What follows belongs to an exercise in optimizing a design on an open flow for small area, a short achievable clock period and few clock cycles; a production flow would make more cautious choices. In this exercise RTL edits were held to simulation tests only and were not proved equivalent to the original. Power and IR drop assume default switching activity.

[design.v]
package gmdfs_pkg;
   localparam int ROWS_DEF        = 16;
   localparam int COLS_DEF        = 16;
   localparam int STACK_DEPTH_DEF = 256;
   localparam int COORD_W   = 4;
   localparam int CFG_W     = 5;
   localparam int LEN_W     = 9;
   localparam int CMD_W     = 2;
   localparam int MARK_W    = 2;
   localparam int REQ_W     = 32;
   localparam int RSP_W     = 16;
   localparam logic [LEN_W-1:0] LEN_MAX    = 9'd511;
   localparam logic [CFG_W-1:0] SIZE_RESET = 5'd10;
   localparam logic [CMD_W-1:0] CMD_WRITE = 2'd0;
   localparam logic [CMD_W-1:0] CMD_SOLVE = 2'd1;
   localparam logic [CMD_W-1:0] CMD_READ  = 2'd2;
   localparam logic [MARK_W-1:0] MARK_OPEN = 2'd0;
   localparam logic [MARK_W-1:0] MARK_WALL = 2'd1;
   localparam logic [MARK_W-1:0] MARK_PATH = 2'd2;
   localparam logic [MARK_W-1:0] MARK_DEAD = 2'd3;
   localparam logic [1:0] DIR_COL_INC = 2'd0;
   localparam logic [1:0] DIR_ROW_INC = 2'd1;
   localparam logic [1:0] DIR_COL_DEC = 2'd2;
   localparam logic [1:0] DIR_ROW_DEC = 2'd3;
   localparam logic [0:0] CSR_ROWS = 1'b0;
   localparam logic [0:0] CSR_COLS = 1'b1;
   typedef struct packed {
      logic clear;
      logic push;
      logic pop;
   } stk_ctl_type;
endpackage
module gmdfs_stack #(
   parameter int DEPTH = gmdfs_pkg::STACK_DEPTH_DEF,
   parameter int EW    = 10
) (
   input  logic                       clock,
   input  logic                       reset,
   input  gmdfs_pkg::stk_ctl_type     ctl,
   input  logic [EW-1:0]              push_entry,
   output logic [EW-1:0]              pop_entry,
   output logic [$clog2(DEPTH+1)-1:0] top
);
   localparam int TW = $clog2(DEPTH + 1);
   localparam int SW = $clog2(DEPTH);
   logic [EW-1:0] stk_mem [DEPTH];
   logic [TW-1:0] top_ff;
   logic [TW-1:0] top_in;
   logic [TW-1:0] top_dec;
   logic [EW-1:0] rd_ff;
   assign top_dec = top_ff - TW'(1);
   always_comb begin
      top_in = top_ff;
      if (ctl.clear) begin
         top_in = '0;
      end else if (ctl.push) begin
         top_in = top_ff + TW'(1);
      end else if (ctl.pop) begin
         top_in = top_dec;
      end
   end
   always_ff @(posedge clock) begin
      if (reset) begin
         top_ff <= '0;
      end else begin
         top_ff <= top_in;
      end
   end
   always_ff @(posedge clock) begin
      if (ctl.push) begin
         stk_mem[top_ff[SW-1:0]] <= push_entry;
      end
      if (ctl.pop) begin
         rd_ff <= stk_mem[top_dec[SW-1:0]];
      end
   end
   assign pop_entry = rd_ff;
   assign top       = top_ff;
endmodule
module grid_maze_dfs_path_search #(
   parameter int ROWS        = gmdfs_pkg::ROWS_DEF,
   parameter int COLS        = gmdfs_pkg::COLS_DEF,
   parameter int STACK_DEPTH = gmdfs_pkg::STACK_DEPTH_DEF
) (
   input  logic                            clock,
   input  logic                            reset,
   input  logic                            req_tvalid,
   output logic                            req_tready,
   input  logic [gmdfs_pkg::REQ_W-1:0]     req_tdata,
   output logic                            rsp_tvalid,
   input  logic                            rsp_tready,
   output logic [gmdfs_pkg::RSP_W-1:0]     rsp_tdata,
   input  logic                            csr_valid,
   output logic                            csr_ready,
   input  logic [0:0]                      csr_index,
   input  logic [gmdfs_pkg::CFG_W-1:0]     csr_wdata
);
   localparam int N     = ROWS * COLS;
   localparam int AW    = $clog2(N);
   localparam int RI    = $clog2(ROWS);
   localparam int CI    = $clog2(COLS);
   localparam int RSPAN = ROWS > 16 ? ROWS : 16;
   localparam int CSPAN = COLS > 16 ? COLS : 16;
   localparam int RB    = $clog2(RSPAN) + 1;
   localparam int CB    = $clog2(CSPAN) + 1;
   localparam int EW    = RI + CI + 2;
   localparam int TW    = $clog2(STACK_DEPTH + 1);
   localparam int LW    = TW > gmdfs_pkg::LEN_W ? TW : gmdfs_pkg::LEN_W;
   typedef enum logic [7:0] {
      ST_CLEAR      = 8'b0000_0001,
      ST_IDLE       = 8'b0000_0010,
      ST_RD_WAIT    = 8'b0000_0100,
      ST_CHECK      = 8'b0000_1000,
      ST_CHECK_WAIT = 8'b0001_0000,
      ST_POP        = 8'b0010_0000,
      ST_POP_WAIT   = 8'b0100_0000,
      ST_FINISH     = 8'b1000_0000
   } state_type;
   state_type state_ff, state_in;
   logic [AW-1:0]                   clr_ff, clr_in;
   logic [RB-1:0]                   cr_ff, cr_in;
   logic [CB-1:0]                   cc_ff, cc_in;
   logic [gmdfs_pkg::COORD_W-1:0]   er_ff, er_in, ec_ff, ec_in;
   logic                            res_found_ff, res_found_in;
   logic [gmdfs_pkg::LEN_W-1:0]     res_len_ff, res_len_in;
   logic [gmdfs_pkg::MARK_W-1:0]    res_mark_ff, res_mark_in;
   logic                            rd_inuse_ff, rd_inuse_in;
   logic [gmdfs_pkg::CFG_W-1:0]     rows_ff, cols_ff;
   logic                            rsp_valid_ff, rsp_valid_in;
   logic [gmdfs_pkg::RSP_W-1:0]     rsp_data_ff, rsp_data_in;
   logic [1:0]                      grid_mem [N];
   logic                            grid_we, grid_re;
   logic [AW-1:0]                   grid_waddr, grid_raddr;
   logic [1:0]                      grid_wdata;
   logic [1:0]                      grid_rdata_ff;
   gmdfs_pkg::stk_ctl_type          stk_ctl;
   logic [EW-1:0]                   stk_push_entry;
   logic [EW-1:0]                   stk_pop_entry;
   logic [TW-1:0]                   stk_top;
   logic [gmdfs_pkg::CMD_W-1:0]     f_cmd;
   logic [RB-1:0]                   f_cell_row, f_start_row;
   logic [CB-1:0]                   f_cell_col, f_start_col;
   logic                            f_wall;
   logic [1:0]                      e_dir, e_dir_next;
   logic [RB-1:0]                   e_row, nb_row;
   logic [CB-1:0]                   e_col, nb_col;
   logic [LW-1:0]                   len_raw;
   logic                            req_fire, finish_load;
   function automatic logic in_use_f(input logic [RB-1:0] r, input logic [CB-1:0] c,
                                     input logic [gmdfs_pkg::CFG_W-1:0] nr,
                                     input logic [gmdfs_pkg::CFG_W-1:0] nc);
      in_use_f = (r < RB'(ROWS)) && (r < RB'(nr)) && (c < CB'(COLS)) && (c < CB'(nc));
   endfunction
   function automatic logic [AW-1:0] addr_f(input logic [RB-1:0] r, input logic [CB-1:0] c);
      addr_f = AW'(r[RI-1:0]) * AW'(COLS) + AW'(c[CI-1:0]);
   endfunction
   assign f_cmd       = req_tdata[1:0];
   assign f_cell_row  = RB'(req_tdata[5:2]);
   assign f_cell_col  = CB'(req_tdata[9:6]);
   assign f_wall      = req_tdata[10];
   assign f_start_row = RB'(req_tdata[14:11]);
   assign f_start_col = CB'(req_tdata[18:15]);
   assign e_dir      = stk_pop_entry[1:0];
   assign e_col      = CB'(stk_pop_entry[CI+1:2]);
   assign e_row      = RB'(stk_pop_entry[EW-1:CI+2]);
   assign e_dir_next = e_dir + 2'd1;
   assign len_raw    = LW'(stk_top) + LW'(1);
   always_comb begin
      nb_row = e_row;
      nb_col = e_col;
      case (e_dir_next)
         gmdfs_pkg::DIR_COL_INC: nb_col = e_col + CB'(1);
         gmdfs_pkg::DIR_ROW_INC: nb_row = e_row + RB'(1);
         gmdfs_pkg::DIR_COL_DEC: nb_col = e_col - CB'(1);
         default:                nb_row = e_row - RB'(1);
      endcase
   end
   assign req_tready  = (state_ff == ST_IDLE);
   assign req_fire    = req_tvalid && req_tready;
   assign finish_load = (state_ff == ST_FINISH) && (!rsp_valid_ff || rsp_tready);
   always_comb begin
      state_in       = state_ff;
      clr_in         = clr_ff;
      cr_in          = cr_ff;
      cc_in          = cc_ff;
      er_in          = er_ff;
      ec_in          = ec_ff;
      res_found_in   = res_found_ff;
      res_len_in     = res_len_ff;
      res_mark_in    = res_mark_ff;
      rd_inuse_in    = rd_inuse_ff;
      grid_we        = 1'b0;
      grid_waddr     = addr_f(cr_ff, cc_ff);
      grid_wdata     = gmdfs_pkg::MARK_OPEN;
      grid_re        = 1'b0;
      grid_raddr     = addr_f(cr_ff, cc_ff);
      stk_ctl        = '0;
      stk_push_entry = {cr_ff[RI-1:0], cc_ff[CI-1:0], gmdfs_pkg::DIR_COL_INC};
      unique case (state_ff)
         ST_CLEAR: begin
            grid_we    = 1'b1;
            grid_waddr = clr_ff;
            clr_in     = clr_ff + AW'(1);
            if (clr_ff == AW'(N - 1)) begin
               state_in = ST_IDLE;
            end
         end
         ST_IDLE: begin
            if (req_fire) begin
               res_found_in = 1'b0;
               res_len_in   = '0;
               res_mark_in  = gmdfs_pkg::MARK_OPEN;
               case (f_cmd)
                  gmdfs_pkg::CMD_WRITE: begin
                     grid_we    = (f_cell_row < RB'(ROWS)) && (f_cell_col < CB'(COLS));
                     grid_waddr = addr_f(f_cell_row, f_cell_col);
                     grid_wdata = f_wall ? gmdfs_pkg::MARK_WALL : gmdfs_pkg::MARK_OPEN;
                     state_in   = ST_FINISH;
                  end
                  gmdfs_pkg::CMD_SOLVE: begin
                     cr_in         = f_start_row;
                     cc_in         = f_start_col;
                     er_in         = req_tdata[22:19];
                     ec_in         = req_tdata[26:23];
                     stk_ctl.clear = 1'b1;
                     state_in      = ST_CHECK;
                  end
                  gmdfs_pkg::CMD_READ: begin
                     grid_re     = 1'b1;
                     grid_raddr  = addr_f(f_cell_row, f_cell_col);
                     rd_inuse_in = in_use_f(f_cell_row, f_cell_col, rows_ff, cols_ff);
                     state_in    = ST_RD_WAIT;
                  end
                  default: begin
                     state_in = ST_FINISH;
                  end
               endcase
            end
         end
         ST_RD_WAIT: begin
            res_mark_in = rd_inuse_ff ? grid_rdata_ff : gmdfs_pkg::MARK_WALL;
            state_in    = ST_FINISH;
         end
         ST_CHECK: begin
            if (in_use_f(cr_ff, cc_ff, rows_ff, cols_ff)) begin
               grid_re  = 1'b1;
               state_in = ST_CHECK_WAIT;
            end else if (stk_top != '0) begin
               state_in = ST_POP;
            end else begin
               state_in = ST_FINISH;
            end
         end
         ST_CHECK_WAIT: begin
            if (grid_rdata_ff == gmdfs_pkg::MARK_OPEN) begin
               grid_we    = 1'b1;
               grid_wdata = gmdfs_pkg::MARK_PATH;
               if (stk_top >= TW'(STACK_DEPTH)) begin
                  state_in = ST_FINISH;
               end else begin
                  stk_ctl.push = 1'b1;
                  if ((cr_ff == RB'(er_ff)) && (cc_ff == CB'(ec_ff))) begin
                     res_found_in = 1'b1;
                     res_len_in   = (len_raw > LW'(gmdfs_pkg::LEN_MAX)) ?
                                    gmdfs_pkg::LEN_MAX : len_raw[gmdfs_pkg::LEN_W-1:0];
                     state_in     = ST_FINISH;
                  end else begin
                     cc_in    = cc_ff + CB'(1);
                     state_in = ST_CHECK;
                  end
               end
            end else if (stk_top != '0) begin
               state_in = ST_POP;
            end else begin
               state_in = ST_FINISH;
            end
         end
         ST_POP: begin
            stk_ctl.pop = 1'b1;
            state_in    = ST_POP_WAIT;
         end
         ST_POP_WAIT: begin
            if ((e_dir == gmdfs_pkg::DIR_ROW_DEC) && (stk_top != '0)) begin
               grid_we     = 1'b1;
               grid_waddr  = addr_f(e_row, e_col);
               grid_wdata  = gmdfs_pkg::MARK_DEAD;
               stk_ctl.pop = 1'b1;
            end else if (e_dir != gmdfs_pkg::DIR_ROW_DEC) begin
               stk_ctl.push   = 1'b1;
               stk_push_entry = {stk_pop_entry[EW-1:2], e_dir_next};
               cr_in          = nb_row;
               cc_in          = nb_col;
               state_in       = ST_CHECK;
            end else begin
               state_in = ST_FINISH;
            end
         end
         ST_FINISH: begin
            if (finish_load) begin
               state_in = ST_IDLE;
            end
         end
         default: begin
            state_in = ST_IDLE;
         end
      endcase
   end
   always_comb begin
      rsp_valid_in = rsp_valid_ff;
      rsp_data_in  = rsp_data_ff;
      if (finish_load) begin
         rsp_valid_in = 1'b1;
         rsp_data_in  = {4'd0, res_mark_ff, res_len_ff, res_found_ff};
      end else if (rsp_tready) begin
         rsp_valid_in = 1'b0;
      end
   end
   always_ff @(posedge clock) begin
      if (reset) begin
         state_ff     <= ST_CLEAR;
         clr_ff       <= '0;
         rsp_valid_ff <= 1'b0;
         rows_ff      <= gmdfs_pkg::SIZE_RESET;
         cols_ff      <= gmdfs_pkg::SIZE_RESET;
      end else begin
         state_ff     <= state_in;
         clr_ff       <= clr_in;
         rsp_valid_ff <= rsp_valid_in;
         if (csr_valid && csr_ready) begin
            unique case (csr_index)
               gmdfs_pkg::CSR_ROWS: rows_ff <= csr_wdata;
               gmdfs_pkg::CSR_COLS: cols_ff <= csr_wdata;
               default:             rows_ff <= rows_ff;
            endcase
         end
      end
   end
   always_ff @(posedge clock) begin
      cr_ff        <= cr_in;
      cc_ff        <= cc_in;
      er_ff        <= er_in;
      ec_ff        <= ec_in;
      res_found_ff <= res_found_in;
      res_len_ff   <= res_len_in;
      res_mark_ff  <= res_mark_in;
      rd_inuse_ff  <= rd_inuse_in;
      rsp_data_ff  <= rsp_data_in;
   end
   always_ff @(posedge clock) begin
      if (grid_we) begin
         grid_mem[grid_waddr] <= grid_wdata;
      end
      if (grid_re) begin
         grid_rdata_ff <= grid_mem[grid_raddr];
      end
   end
   gmdfs_stack #(
      .DEPTH (STACK_DEPTH),
      .EW    (EW)
   ) u_stack (
      .clock      (clock),
      .reset      (reset),
      .ctl        (stk_ctl),
      .push_entry (stk_push_entry),
      .pop_entry  (stk_pop_entry),
      .top        (stk_top)
   );
   assign csr_ready  = 1'b1;
   assign rsp_tvalid = rsp_valid_ff;
   assign rsp_tdata  = rsp_data_ff;
endmodule
[run.sh]
#!/bin/bash
# synth_recipe.tcl (not shown) runs the flow's synth.tcl, then flattens the netlist and writes it again
# the make line also repeats each setting of config.mk as NAME=value (left out here)
make -C /OpenROAD-flow-scripts/flow DESIGN_CONFIG=/design/flow/config.mk WORK_HOME=/design/flow/orfs CLKGATE_MAP_FILE= SYNTH_SCRIPT=/design/flow/synth_recipe.tcl finish
[config.mk]
export PLATFORM = sky130hd
export DESIGN_NAME = grid_maze_dfs_path_search
export DESIGN_NICKNAME = grid_maze_dfs_path_search
export VERILOG_FILES = /design/flow/design.v
export SDC_FILE = /design/flow/constraint.sdc
export NUM_CORES = 4
export LEC_CHECK = 0
export CAP_MARGIN = 20
export CORE_MARGIN = 2
export CORE_UTILIZATION = 40
export SLEW_MARGIN = 20
[constraint.sdc]
create_clock -name core_clock -period 9.0 [get_ports {clock}]
set_input_delay 1.8000 -clock core_clock [delete_from_list [all_inputs] [get_ports {clock}]]
set_output_delay 1.8000 -clock core_clock [all_outputs]
set_load 0.01 [all_outputs]
==> flow_results.xml <==
<?xml version="1.0" encoding="UTF-8"?>
<metrics>
  <group name="placed_design">
    <metric name="hpwl_dp" unit="um">185000</metric>
    <metric name="port_buffers" unit="">51</metric>
    <metric name="gp_routability_congestion" unit="">0.846</metric>
  </group>
  <group name="critical_path">
    <metric name="critical_path_arrival" unit="ns">7.20</metric>
    <metric name="cpPeakStageDelay" unit="ns">0.79</metric>
    <metric name="crit_path_class" unit="">primary input to flop</metric>
    <metric name="crit_path_max_fanout" unit="">37</metric>
    <metric name="setup.reg_to_reg.worst_slack" unit="ns">3.62</metric>
    <metric name="r2r-start" unit="">state_ff[5]</metric>
    <metric name="critical_path.slowest_cell" unit="">sky130_fd_sc_hd__clkdlybuf4s50_1</metric>
    <metric name="timing.critical_path.to_type" unit="">flop</metric>
    <metric name="reg2regPathDepth" unit="">7</metric>
    <metric name="critical_path.startpoint_type" unit="">primary input</metric>
    <metric name="critical_path.cell_chain" unit="">clkdlybuf4s50_1, ha_1, nand2_1, o31a_1, nor2_4, buf_4, o211ai_1, a41oi_1, o41ai_1, a2111oi_2, a22oi_1, o311a_1</metric>
    <metric name="timing.critical_path.from" unit="">req_tdata[1]</metric>
    <metric name="critPathRequiredTime" unit="ns">9.63</metric>
    <metric name="worst_setup_path_endpoint" unit="">grid_rdata_ff[1]</metric>
    <metric name="critical_path.reg2reg.endpoint" unit="">u_stack.stk_mem[177][4]</metric>
  </group>
  <group name="power">
    <metric name="report.power.total" unit="W">0.0306</metric>
    <metric name="power_switching" unit="W">0.00649</metric>
    <metric name="p_leak" unit="nW">41.3</metric>
    <metric name="cellPowerDensity" unit="mW/mm^2">216</metric>
    <metric name="p_comb_share" unit="%">4.5</metric>
    <metric name="cellInternalPower" unit="W">0.0241</metric>
    <metric name="p_seq_share" unit="%">52.3</metric>
    <metric name="peakVddDrop" unit="V">0.000154</metric>
    <metric name="switching_share" unit="%">21.2</metric>
    <metric name="clock_power_share" unit="%">43.2</metric>
  </group>
  <group name="synth">
    <metric name="yosysWarningCount" unit="">2</metric>
    <metric name="area_fraction_in_compound_gates_after_synthesis" unit="%">2.14</metric>
    <metric name="yosys.area.top_type" unit="">sky130_fd_sc_hd__edfxtp_1</metric>
    <metric name="syn_inst" unit="">6252</metric>
    <metric name="adder_cell_fraction_of_synth_area" unit="%">0.361</metric>
    <metric name="synth_ff_type" unit="">sky130_fd_sc_hd__edfxtp_1</metric>
    <metric name="yosysTopAreaCellShare" unit="%">74.8</metric>
    <metric name="synth_async_sr_flop_share" unit="%">0</metric>
    <metric name="post_synthesis_instance_area" unit="mm^2">0.125</metric>
    <metric name="synth-xor-area-share" unit="%">0.272</metric>
    <metric name="yosys.cell_types.count" unit="">100</metric>
    <metric name="syn_avg_cell_area" unit="um^2">20.1</metric>
    <metric name="ys_top_cells_by_count" unit="">sky130_fd_sc_hd__edfxtp_1, sky130_fd_sc_hd__mux4_2, sky130_fd_sc_hd__nor2_1, sky130_fd_sc_hd__nand2_1, sky130_fd_sc_hd__clkbuf_1</metric>
    <metric name="post-synth-top-count-cell" unit="">sky130_fd_sc_hd__edfxtp_1</metric>
    <metric name="ys_seq_area_share" unit="%">75.4</metric>
    <metric name="fraction_of_synthesized_area_in_multiplexers" unit="%">15.8</metric>
    <metric name="simple_gate_portion_of_the_synthesized_area" unit="%">4.56</metric>
    <metric name="synth_top_cells_by_area" unit="">sky130_fd_sc_hd__edfxtp_1, sky130_fd_sc_hd__mux4_2, sky130_fd_sc_hd__nor2_1, sky130_fd_sc_hd__nand2_1, sky130_fd_sc_hd__clkbuf_1</metric>
    <metric name="dominant_combinational_cell_family_by_area_after_synthesis" unit="">multiplexers</metric>
    <metric name="synth_edf_count" unit="">3127</metric>
    <metric name="synthesis_stage_register_bit_count" unit="">3163</metric>
  </group>
  <group name="die">
    <metric name="std_cell_rows" unit="">205</metric>
    <metric name="initial_core_util" unit="%">40.2</metric>
    <metric name="dieHeight" unit="um">564</metric>
    <metric name="die_w" unit="um">564</metric>
    <metric name="floorplan.die_area" unit="mm^2">0.318</metric>
    <metric name="core_area" unit="mm^2">0.312</metric>
    <metric name="io_pins" unit="">62</metric>
  </group>
  <group name="cells_and_area">
    <metric name="final_layout_size_suffix_gt1_share" unit="%">23.4</metric>
    <metric name="n_fill_cell" unit="">26264</metric>
    <metric name="layout.nets" unit="">6491</metric>
    <metric name="layout-area-overhead-vs-synth" unit="%">13.0</metric>
  </group>
  <group name="global_route">
    <metric name="grt_start_max_net_pins" unit="">257</metric>
    <metric name="grtUsageTotal" unit="%">19.4</metric>
    <metric name="vias_in_the_first_global_route" unit="">62624</metric>
    <metric name="grt_first_pass_wirelength" unit="um">449000</metric>
    <metric name="grt_antenna_before_repair" unit="">10</metric>
    <metric name="grt-ovfl-total" unit="">0</metric>
  </group>
  <group name="clock_tree">
    <metric name="cts_hold_repair.buffers" unit="">0</metric>
    <metric name="ctsLongestPathBuffers" unit="">4</metric>
    <metric name="ctsRootBufferMaster" unit="">sky130_fd_sc_hd__clkbuf_16</metric>
    <metric name="cts_tree" unit="">yes</metric>
    <metric name="clkSinkCount" unit="">3163</metric>
    <metric name="total_setup_buffers_inserted_after_cts" unit="">0</metric>
    <metric name="ctsResizeCount" unit="">0</metric>
    <metric name="cts_made_buffers" unit="">335</metric>
    <metric name="clkLatencyLatePin" unit="ns">0.89</metric>
    <metric name="worst_setup_hold_path_clk_slew" unit="ns">0.06</metric>
    <metric name="htree_num_levels" unit="">5</metric>
  </group>
  <group name="sta">
    <metric name="slew-limit-headroom" unit="%">21.5</metric>
    <metric name="finalCritPeriodShare" unit="%">73.0</metric>
    <metric name="timing.final.setup_violations" unit="">0</metric>
    <metric name="holdWs" unit="ns">0.417</metric>
    <metric name="worst_slew_pin_slew" unit="ns">1.18</metric>
    <metric name="drv_slew" unit="">0</metric>
    <metric name="rsz0062_at_grt" unit="">no</metric>
    <metric name="final-hold-violation-count" unit="">0</metric>
    <metric name="fmaxAchievable" unit="MHz">152</metric>
    <metric name="period_minus_slack" unit="ns">6.57</metric>
    <metric name="clock_tree_skew_after_final_layout" unit="ns">0.0706</metric>
    <metric name="fin_setup_tns" unit="ns">0</metric>
  </group>
  <group name="route">
    <metric name="drtIter0Drc" unit="">7078</metric>
    <metric name="detail_route.vias_per_cell" unit="">5.75</metric>
    <metric name="post_dr_wirelength_cell" unit="um">28.9</metric>
    <metric name="drtPass1Iterations" unit="">6</metric>
    <metric name="route.vias.total" unit="">62139</metric>
    <metric name="drc" unit="">0</metric>
    <metric name="routed_wire_length" unit="um">313000</metric>
    <metric name="drtAntennaViolNets" unit="">0</metric>
  </group>
  <group name="job">
    <metric name="timing.max_cap.violations" unit="">0</metric>
  </group>
  <group name="run_status">
    <metric name="outcome" unit="">complete, no violations</metric>
  </group>
  <group name="min_path">
    <metric name="worst_hold_path_type" unit="">flop to flop</metric>
  </group>
</metrics>
placed cells by master, fill, tap and decap left out, types with 16 or more instances in the layout:
master and n:
sky130_fd_sc_hd__bufinv_16 23, sky130_fd_sc_hd__xnor2_1 18, sky130_fd_sc_hd__clkbuf_1 70, sky130_fd_sc_hd__clkdlybuf4s50_1 51, sky130_fd_sc_hd__buf_12 16, sky130_fd_sc_hd__nor2_2 23
sky130_fd_sc_hd__buf_4 141, sky130_fd_sc_hd__o21ai_0 30, sky130_fd_sc_hd__a32oi_1 36, sky130_fd_sc_hd__nand3_1 113, sky130_fd_sc_hd__nand4_1 28, sky130_fd_sc_hd__edfxtp_1 3127
sky130_fd_sc_hd__nor2b_1 20, sky130_fd_sc_hd__inv_1 36, sky130_fd_sc_hd__clkinv_2 57, sky130_fd_sc_hd__clkbuf_16 339, sky130_fd_sc_hd__xor2_1 16, sky130_fd_sc_hd__a21oi_1 47
sky130_fd_sc_hd__clkinv_1 77, sky130_fd_sc_hd__ha_1 32, sky130_fd_sc_hd__mux2i_1 60, sky130_fd_sc_hd__and3_1 54, sky130_fd_sc_hd__a211oi_1 39, sky130_fd_sc_hd__dfxtp_1 35
sky130_fd_sc_hd__a31oi_1 48, sky130_fd_sc_hd__nand2b_1 19, sky130_fd_sc_hd__nand3_2 17, sky130_fd_sc_hd__nand2_1 400, sky130_fd_sc_hd__mux4_2 850, sky130_fd_sc_hd__nor2_1 552
per-stage QoR:
| stage | cells | utilization (%) | setup WS, ns | area, um^2 |
|---|---|---|---|---|
| after floorplan | 6255 | - | 0.0636 | 125000 |
| after global placement | 10202 | 42.1 | 1.75 | 131000 |
| after detailed placement | 10205 | 42.1 | 1.63 | 131000 |
| after CTS | 10798 | 45.4 | 2.56 | 142000 |
| after global routing | 10811 | 45.5 | 2.38 | 142000 |
| final | 10814 | 45.5 | 2.43 | 142000 |
power by group through the flow:
| stage | Sequential, W | Clock (W) | Combinational, W |
|---|---|---|---|
| 2_1_floorplan | 0.0163 | 0 | 0.000817 |
| 3_3_place_gp | 0.0163 | 0 | 0.00137 |
| 3_5_place_dp | 0.0163 | 0 | 0.00140 |
| 4_1_cts | 0.0160 | 0.0134 | 0.00140 |
| 5_1_grt | 0.0160 | 0.0140 | 0.00144 |
| 6_report | 0.0160 | 0.0132 | 0.00138 |
routing by layer:
metal / part of all wire, % / track usage [%]
met5: 0 / 0
met1: 40 / 26.4
met3: 7.2 / 3.25
met4: 3.4 / 6.53
met2: 49 / 32.0
critical path, delay by kind of cell:
| family | cells | cell delay [ns] |
|---|---|---|
| compound gates | 7 | 2.20 |
| fa+ha+maj | 1 | 0.50 |
| buf+inv | 2 | 1.32 |
| simple gates | 2 | 1.29 |
registers in the layout, summed over array words and instances, names as in the netlist:
signal / flops
cc_ff: 5
clr_ff: 8
cols_ff: 5
cr_ff: 5
ec_ff: 4
er_ff: 4
grid_mem: 512
grid_rdata_ff: 2
rd_inuse_ff: 1
res_found_ff: 1
res_len_ff: 9
res_mark_ff: 2
rows_ff: 5
rsp_data_ff: 12
rsp_valid_ff: 1
state_ff: 8
u_stack.rd_ff: 10
u_stack.stk_mem: 2560
u_stack.top_ff: 9
cell type report:
| cell class | instances | area [um^2] | area share, % |
|---|---|---|---|
| Antenna cell | 5 | 12.5 | 0.00882 |
| Clock buffer | 411 | 8770 | 6.19 |
| Clock inverter | 182 | 1620 | 1.14 |
| Inverter | 38 | 143 | 0.101 |
| Multi-Input combinational cell | 2661 | 29500 | 20.8 |
| Sequential cell | 3163 | 94600 | 66.7 |
| Tap cell | 4140 | 5180 | 3.65 |
| Timing Repair Buffer | 214 | 2000 | 1.41 |
how the worst min path moves through the flow:
stage | startpoint | end | slack [ns] | depth (start not counted)
3_5_place_dp | res_len_ff[1] | rsp_data_ff[2] | 0.41 | 0
3_3_place_gp | res_len_ff[4] | rsp_data_ff[5] | 0.41 | 0
4_1_cts | res_len_ff[1] | rsp_data_ff[2] | 0.42 | 0
5_1_grt | res_len_ff[4] | rsp_data_ff[5] | 0.43 | 0
6_report | res_len_ff[1] | rsp_data_ff[2] | 0.42 | 0
2_1_floorplan | res_found_ff | rsp_data_ff[0] | 0.40 | 0
cell families after synthesis:
group,Yosys count
mux,917
other cells,2
xor+xnor,39
compound gates,349
flops,3163
simple gates,1316
buf+inv,431
fa+ha+maj,35
Testbench counts, summed over its fixed seeds: cycles 121,041.

## static timing again, ports no longer ideal
How much do the figures lean on ideal ports? The routed layout below was timed once more, with nothing changed but the port constraints.
Step 1 assumes that a clkbuf_16 drives the clock port and a buf_2 every other input.
Step 2, shift: input delay + t, output delay - t, t = (earliest + latest rising clock arrival at the registers) / 2. This alone moves slack from input paths to output paths.
Slacks: ideal / step 1 / step 2; pairs: ideal / step 1.
shift t [ns]: 0.958
setup slack, ns: 2.429 / 2.488 / 1.531
worst register clock-pin slew, ns: 0.07 / 0.07
After both steps setup and hold are still met in this run. The setup slack of this run moves by +0.059 ns with the drivers and by -0.898 ns with both steps.
